Context: an optimization exercise on an open-source flow, tuned for small area, a short achievable clock period and few clock cycles. The choices shown serve that exercise and are no tape-out recipe.

==> v26: inputs <==
==> flow/design.v <==
module muldiv_sched (
    input  logic        clk,
    input  logic        rst_n,
    input  logic        ex_mult,
    input  logic        ex_div,
    input  logic        ex_signed,
    input  logic        ex_mthi,
    input  logic        ex_mtlo,
    input  logic [31:0] ex_rs,
    input  logic [31:0] ex_rt,
    input  logic        id_hilo_use,
    output logic [31:0] hi,
    output logic [31:0] lo,
    output logic        busy,
    output logic        stall
);
    typedef enum logic [2:0] {S_IDLE, S_MUL, S_MCOR, S_DNORM, S_DIV} state_t;
    state_t      state_q, state_d;
    logic [4:0]  cnt_q, cnt_d;
    logic [31:0] hi_q, hi_d, lo_q, lo_d;
    logic        hx_q, hx_d;           
    logic [32:0] b_q, b_d;             
    logic        mp_q, mp_d;           
    logic        cor_q, cor_d;         
    logic        negq_q, negq_d, negr_q, negr_d;
    logic        rs_neg, rt_neg;
    logic [31:0] rs_mag, rt_mag;
    assign rs_neg = ex_signed & ex_rs[31];
    assign rt_neg = ex_signed & ex_rt[31];
    assign rs_mag = rs_neg ? (~ex_rs + 32'd1) : ex_rs;
    assign rt_mag = rt_neg ? (~ex_rt + 32'd1) : ex_rt;
    localparam int TW = 41;
    logic [33:0] bx;                   
    logic [8:0]  mbits;                
    logic [TW-1:0] row [4];
    logic [TW-1:0] krow, acc;
    logic [TW-1:0] s1, c1, s2, c2, s3, c3, s4, c4;
    logic [TW-1:0] tsum;
    assign bx    = {b_q[32], b_q};
    assign mbits = {lo_q[7:0], mp_q};
    function automatic logic [TW-1:0] maj(input logic [TW-1:0] a, input logic [TW-1:0] b,
                                          input logic [TW-1:0] c);
        maj = (a & b) | (a & c) | (b & c);
    endfunction
    logic [3:0] bneg;
    always_comb begin
        for (int m = 0; m < 4; m++) begin
            logic [2:0]  d3;
            logic        one, two, ng;
            logic [33:0] sel;
            d3  = mbits[2*m +: 3];
            one = d3[0] ^ d3[1];
            two = (d3 == 3'b011) | (d3 == 3'b100);
            ng  = d3[2];
            for (int j = 0; j < 34; j++)
                sel[j] = (one & bx[j]) | (two & ((j == 0) ? 1'b0 : bx[j-1]));
            sel = sel ^ {34{ng}};
            bneg[m] = ng;
            row[m] = TW'({~sel[33], sel[32:0]}) << (2 * m);
        end
        krow = TW'(41'h155_0000_0000) | TW'({bneg[3], 1'b0, bneg[2], 1'b0, bneg[1], 1'b0, bneg[0]});
        acc  = TW'({~hx_q, hi_q});
    end
    assign s1 = row[0] ^ row[1] ^ row[2];
    assign c1 = maj(row[0], row[1], row[2]) << 1;
    assign s2 = row[3] ^ krow ^ acc;
    assign c2 = maj(row[3], krow, acc) << 1;
    assign s3 = s1 ^ c1 ^ s2;
    assign c3 = maj(s1, c1, s2) << 1;
    assign s4 = s3 ^ c3 ^ c2;
    assign c4 = maj(s3, c3, c2) << 1;
    assign tsum = s4 + c4;
    logic [32:0] dsub;
    logic        dq;
    assign dsub = {1'b0, hi_q} - {1'b0, b_q[31:0]};
    assign dq   = ~dsub[32];
    logic [5:0] clz_a, clz_b;
    always_comb begin
        clz_a = 6'd32;
        for (int i = 0; i < 32; i++) if (hi_q[i]) clz_a = 6'(31 - i);
        clz_b = 6'd32;
        for (int i = 0; i < 32; i++) if (b_q[i]) clz_b = 6'(31 - i);
    end
    logic [5:0] jdiff;
    assign jdiff = clz_b - clz_a;
    logic [31:0] r_nx, q_nx;
    always_comb begin
        if (state_q == S_DIV) begin
            r_nx = dq ? dsub[31:0] : hi_q;
            q_nx = {lo_q[30:0], dq};
        end else begin
            r_nx = hi_q;
            q_nx = lo_q;
        end
    end
    always_comb begin
        state_d = state_q;
        cnt_d   = cnt_q;
        hi_d    = hi_q;
        lo_d    = lo_q;
        hx_d    = hx_q;
        b_d     = b_q;
        mp_d    = mp_q;
        cor_d   = cor_q;
        negq_d  = negq_q;
        negr_d  = negr_q;
        case (state_q)
            S_IDLE: begin
                if (ex_mult) begin
                    state_d = S_MUL;
                    cnt_d   = 5'd3;
                    hi_d    = '0;
                    hx_d    = 1'b0;
                    mp_d    = 1'b0;
                    if (!ex_signed && ex_rt[31] && !ex_rs[31]) begin
                        lo_d = ex_rs;
                        b_d  = {1'b0, ex_rt};
                    end else begin
                        lo_d = ex_rt;
                        b_d  = {ex_signed & ex_rs[31], ex_rs};
                    end
                    cor_d = !ex_signed && ex_rt[31] && ex_rs[31];
                end else if (ex_div && ex_rt != 32'd0) begin
                    state_d = S_DNORM;
                    hi_d    = rs_mag;
                    lo_d    = '0;
                    b_d     = {1'b0, rt_mag};
                    negq_d  = rs_neg ^ rt_neg;
                    negr_d  = rs_neg;
                end else if (ex_div) begin
                    lo_d = 32'hFFFF_FFFF;
                    hi_d = ex_rs;
                end else begin
                    if (ex_mthi) hi_d = ex_rs;
                    if (ex_mtlo) lo_d = ex_rs;
                end
            end
            S_MUL: begin
                {hx_d, hi_d} = tsum[40:8];
                lo_d  = {tsum[7:0], lo_q[31:8]};
                mp_d  = lo_q[7];
                cnt_d = cnt_q - 5'd1;
                if (cnt_q == 5'd0) begin if (cor_q) state_d = S_MCOR; else state_d = S_IDLE; end
            end
            S_MCOR: begin
                hi_d    = hi_q + b_q[31:0];
                state_d = S_IDLE;
            end
            S_DNORM: begin
                if (clz_a > clz_b) begin
                    state_d = S_IDLE;
                    hi_d    = negr_q ? (~r_nx + 32'd1) : r_nx;
                    lo_d    = '0;
                end else begin
                    state_d = S_DIV;
                    b_d     = {1'b0, b_q[31:0] << jdiff[4:0]};
                    cnt_d   = jdiff[4:0];
                end
            end
            S_DIV: begin
                b_d   = b_q >> 1;
                cnt_d = cnt_q - 5'd1;
                if (cnt_q == 5'd0) begin
                    state_d = S_IDLE;
                    hi_d    = negr_q ? (~r_nx + 32'd1) : r_nx;
                    lo_d    = negq_q ? (~q_nx + 32'd1) : q_nx;
                end else begin
                    hi_d = r_nx;
                    lo_d = q_nx;
                end
            end
            default: state_d = S_IDLE;
        endcase
    end
    always_ff @(posedge clk) begin
        if (!rst_n) begin
            state_q <= S_IDLE;
            hi_q    <= '0;
            lo_q    <= '0;
        end else begin
            state_q <= state_d;
            hi_q    <= hi_d;
            lo_q    <= lo_d;
        end
        cnt_q  <= cnt_d;
        hx_q   <= hx_d;
        b_q    <= b_d;
        mp_q   <= mp_d;
        cor_q  <= cor_d;
        negq_q <= negq_d;
        negr_q <= negr_d;
    end
    assign busy  = (state_q != S_IDLE);
    assign stall = busy & id_hilo_use;
    assign hi    = hi_q;
    assign lo    = lo_q;
endmodule
==> flow/run.sh <==
#!/bin/bash
# synth_recipe.tcl (not shown) runs the flow's synth.tcl, then flattens the netlist and writes it again
# the make line also repeats each setting of config.mk as NAME=value (left out here)
make -C /OpenROAD-flow-scripts/flow DESIGN_CONFIG=/design/flow/config.mk WORK_HOME=/design/flow/orfs CLKGATE_MAP_FILE= SYNTH_SCRIPT=/design/flow/synth_recipe.tcl finish
==> flow/config.mk <==
export PLATFORM = sky130hd
export DESIGN_NAME = muldiv_sched
export DESIGN_NICKNAME = muldiv_sched
export VERILOG_FILES = /design/flow/design.v
export SDC_FILE = /design/flow/constraint.sdc
export NUM_CORES = 4
export LEC_CHECK = 0
export CAP_MARGIN = 20
export CORE_MARGIN = 2
export CORE_UTILIZATION = 40
export SLEW_MARGIN = 20
==> flow/constraint.sdc <==
create_clock -name core_clock -period 10.0 [get_ports {clk}]
set_input_delay 2.0000 -clock core_clock [delete_from_list [all_inputs] [get_ports {clk}]]
set_output_delay 2.0000 -clock core_clock [all_outputs]
set_load 0.01 [all_outputs]
==> inputs of v37, as changes to v26 <==
--- a/flow/design.v
+++ b/flow/design.v
@@ -16,7 +16,9 @@
 );
-    typedef enum logic [2:0] {S_IDLE, S_MUL, S_MCOR, S_DNORM, S_DIV} state_t;
+    typedef enum logic [2:0] {S_IDLE, S_MUL, S_MCPA, S_MCOR, S_DNORM, S_DIV, S_FIX} state_t;
     state_t      state_q, state_d;
-    logic [4:0]  cnt_q, cnt_d;
+    logic [3:0]  cnt_q, cnt_d;
     logic [31:0] hi_q, hi_d, lo_q, lo_d;
-    logic        hx_q, hx_d;           
+    logic [1:0]  hx_q, hx_d;           
+    logic [33:0] hc_q, hc_d;           
+    logic        c8_q, c8_d;           
     logic [32:0] b_q, b_d;             
@@ -31,9 +33,10 @@
     assign rt_mag = rt_neg ? (~ex_rt + 32'd1) : ex_rt;
-    localparam int TW = 41;
-    logic [33:0] bx;                   
-    logic [8:0]  mbits;                
+    localparam int TW = 42;
+    logic [33:0] bx;
+    logic [8:0]  mbits;
     logic [TW-1:0] row [4];
-    logic [TW-1:0] krow, acc;
-    logic [TW-1:0] s1, c1, s2, c2, s3, c3, s4, c4;
-    logic [TW-1:0] tsum;
+    logic [TW-1:0] krow, accs, accc;
+    logic [TW-1:0] s1, c1, s2, c2, s3, c3, s4, c4, s5, c5;
+    logic [3:0]  bneg;
+    logic [8:0]  lowsum;
     assign bx    = {b_q[32], b_q};
@@ -44,3 +47,2 @@
     endfunction
-    logic [3:0] bneg;
     always_comb begin
@@ -60,4 +62,9 @@
         end
-        krow = TW'(41'h155_0000_0000) | TW'({bneg[3], 1'b0, bneg[2], 1'b0, bneg[1], 1'b0, bneg[0]});
-        acc  = TW'({~hx_q, hi_q});
+        row[1][0] = bneg[0];
+        row[2][2] = bneg[1];
+        row[2][0] = c8_q;
+        row[3][4] = bneg[2];
+        krow = TW'(42'h154_0000_0000) | TW'({bneg[3], 6'd0});
+        accs = TW'({hx_q, hi_q});
+        accc = TW'(hc_q);
     end
@@ -65,13 +72,30 @@
     assign c1 = maj(row[0], row[1], row[2]) << 1;
-    assign s2 = row[3] ^ krow ^ acc;
-    assign c2 = maj(row[3], krow, acc) << 1;
+    assign s2 = row[3] ^ krow ^ accs;
+    assign c2 = maj(row[3], krow, accs) << 1;
     assign s3 = s1 ^ c1 ^ s2;
     assign c3 = maj(s1, c1, s2) << 1;
-    assign s4 = s3 ^ c3 ^ c2;
-    assign c4 = maj(s3, c3, c2) << 1;
-    assign tsum = s4 + c4;
-    logic [32:0] dsub;
-    logic        dq;
-    assign dsub = {1'b0, hi_q} - {1'b0, b_q[31:0]};
-    assign dq   = ~dsub[32];
+    assign s4 = c2 ^ accc ^ s3;
+    assign c4 = maj(c2, accc, s3) << 1;
+    assign s5 = s4 ^ c4 ^ c3;
+    assign c5 = maj(s4, c4, c3) << 1;
+    assign lowsum = {1'b0, s5[7:0]} + {1'b0, c5[7:0]};
+    logic [33:0] a1;
+    logic        q1, q2;
+    logic [31:0] r1, r2;
+    logic [32:0] a2_y;
+    logic        a2_ci;
+    logic [33:0] a2;
+    assign a1 = {2'b0, hi_q} + ~{1'b0, b_q} + 34'd1;
+    assign q1 = ~a1[33] & (state_q == S_DIV);
+    assign r1 = q1 ? a1[31:0] : hi_q;
+    always_comb begin
+        case (state_q)
+            S_MCPA:  begin a2_y = hc_q[32:0];          a2_ci = c8_q; end
+            S_MCOR:  begin a2_y = {1'b0, b_q[31:0]};   a2_ci = 1'b0; end
+            default: begin a2_y = ~{1'b0, b_q[32:1]};  a2_ci = 1'b1; end
+        endcase
+    end
+    assign a2 = {2'b0, r1} + {1'b0, a2_y} + 34'(a2_ci);
+    assign q2 = ~a2[32];
+    assign r2 = q2 ? a2[31:0] : r1;
     logic [5:0] clz_a, clz_b;
@@ -85,12 +109,2 @@
     assign jdiff = clz_b - clz_a;
-    logic [31:0] r_nx, q_nx;
-    always_comb begin
-        if (state_q == S_DIV) begin
-            r_nx = dq ? dsub[31:0] : hi_q;
-            q_nx = {lo_q[30:0], dq};
-        end else begin
-            r_nx = hi_q;
-            q_nx = lo_q;
-        end
-    end
     always_comb begin
@@ -101,2 +115,4 @@
         hx_d    = hx_q;
+        hc_d    = hc_q;
+        c8_d    = c8_q;
         b_d     = b_q;
@@ -110,5 +126,7 @@
                     state_d = S_MUL;
-                    cnt_d   = 5'd3;
+                    cnt_d   = 4'd3;
                     hi_d    = '0;
-                    hx_d    = 1'b0;
+                    hx_d    = 2'b10;
+                    hc_d    = '0;
+                    c8_d    = 1'b0;
                     mp_d    = 1'b0;
@@ -138,10 +156,17 @@
             S_MUL: begin
-                {hx_d, hi_d} = tsum[40:8];
-                lo_d  = {tsum[7:0], lo_q[31:8]};
+                {hx_d, hi_d} = s5[41:8];
+                hc_d  = c5[41:8];
+                c8_d  = lowsum[8];
+                lo_d  = {lowsum[7:0], lo_q[31:8]};
                 mp_d  = lo_q[7];
-                cnt_d = cnt_q - 5'd1;
-                if (cnt_q == 5'd0) begin if (cor_q) state_d = S_MCOR; else state_d = S_IDLE; end
+                cnt_d = cnt_q - 4'd1;
+                if (cnt_q == 4'd0) state_d = S_MCPA;
+            end
+            S_MCPA: begin
+                hi_d = a2[31:0];
+                if (cor_q) state_d = S_MCOR;
+                else       state_d = S_IDLE;
             end
             S_MCOR: begin
-                hi_d    = hi_q + b_q[31:0];
+                hi_d    = a2[31:0];
                 state_d = S_IDLE;
@@ -150,9 +175,8 @@
                 if (clz_a > clz_b) begin
-                    state_d = S_IDLE;
-                    hi_d    = negr_q ? (~r_nx + 32'd1) : r_nx;
-                    lo_d    = '0;
+                    if (negr_q) state_d = S_FIX;
+                    else        state_d = S_IDLE;
                 end else begin
                     state_d = S_DIV;
-                    b_d     = {1'b0, b_q[31:0] << jdiff[4:0]};
-                    cnt_d   = jdiff[4:0];
+                    b_d     = {1'b0, b_q[31:0]} << (jdiff[4:0] | 5'd1);
+                    cnt_d   = jdiff[4:1];
                 end
@@ -160,12 +184,15 @@
             S_DIV: begin
-                b_d   = b_q >> 1;
-                cnt_d = cnt_q - 5'd1;
-                if (cnt_q == 5'd0) begin
-                    state_d = S_IDLE;
-                    hi_d    = negr_q ? (~r_nx + 32'd1) : r_nx;
-                    lo_d    = negq_q ? (~q_nx + 32'd1) : q_nx;
-                end else begin
-                    hi_d = r_nx;
-                    lo_d = q_nx;
+                hi_d  = r2;
+                lo_d  = {lo_q[29:0], q1, q2};
+                b_d   = b_q >> 2;
+                cnt_d = cnt_q - 4'd1;
+                if (cnt_q == 4'd0) begin
+                    if (negr_q || negq_q) state_d = S_FIX;
+                    else                  state_d = S_IDLE;
                 end
+            end
+            S_FIX: begin
+                if (negr_q) hi_d = ~hi_q + 32'd1;
+                if (negq_q) lo_d = ~lo_q + 32'd1;
+                state_d = S_IDLE;
             end
@@ -186,2 +213,4 @@
         hx_q   <= hx_d;
+        hc_q   <= hc_d;
+        c8_q   <= c8_d;
         b_q    <= b_d;
==> impl.org <==
** Worst setup path
- STA puts the critical path data required time at 10310 ps.
- The critical path crosses 22 cells after its start point.

** Run status
- The flow ran to the end and the layout has no timing, DRC or antenna violations.

** CTS
- Number of clock buffers inserted by TritonCTS :: 9

** Final layout
- The layout has between 200 and 250 buffers outside the clock class.

** Yosys
- Count of flip-flops with a built-in enable after synthesis :: 43

** Placed design
- Instance count after placement with tap cells included :: roughly 4.0k
That was v26.
==> impl.org <==
** CTS
- In this run, CTS created clock tree buffers numbering 17.

** Final layout
- Count of non-CTS buffers in the layout :: between 150 and 200

** Placed design
- Instance count after placement with tap cells included :: about 3.9k

** Yosys
- Count of flip-flops with a built-in enable after synthesis :: 77

** Run status
- Run status :: timing/DRC/antenna clean

** Worst setup path
- At the worst endpoint, the required time is approximately 10000 ps.
That was v37.
No functional check of the RTL was part of any run of this note.

## what the ideal ports hide
How much do the figures lean on ideal ports? The routed layouts below were timed once more, with nothing changed but the port constraints.
Step 1: set_driving_cell puts a clkbuf_16 on clk and a buf_2 on each other input, an assumption about the parent block.
Step 2 times the ports against the registers' clock, not the clock port: input delays grow and output delays shrink by t, the midpoint of the rising clock arrivals with the driver on.
Slacks: no drivers / after step 1 / after step 2; pairs: no drivers / after step 1.
| run | t, ns | slack for setup (ns) | worst setup path after step 2 | pins driven straight from the clock port |
|---|---|---|---|---|
| v26 | 0.478 | 2.803 / 2.803 / 2.803 | register to register | 1 |
| v37 | 0.566 | 2.325 / 2.325 / 2.325 | register to register | 1 |
After both steps setup and hold are still met in every run listed.
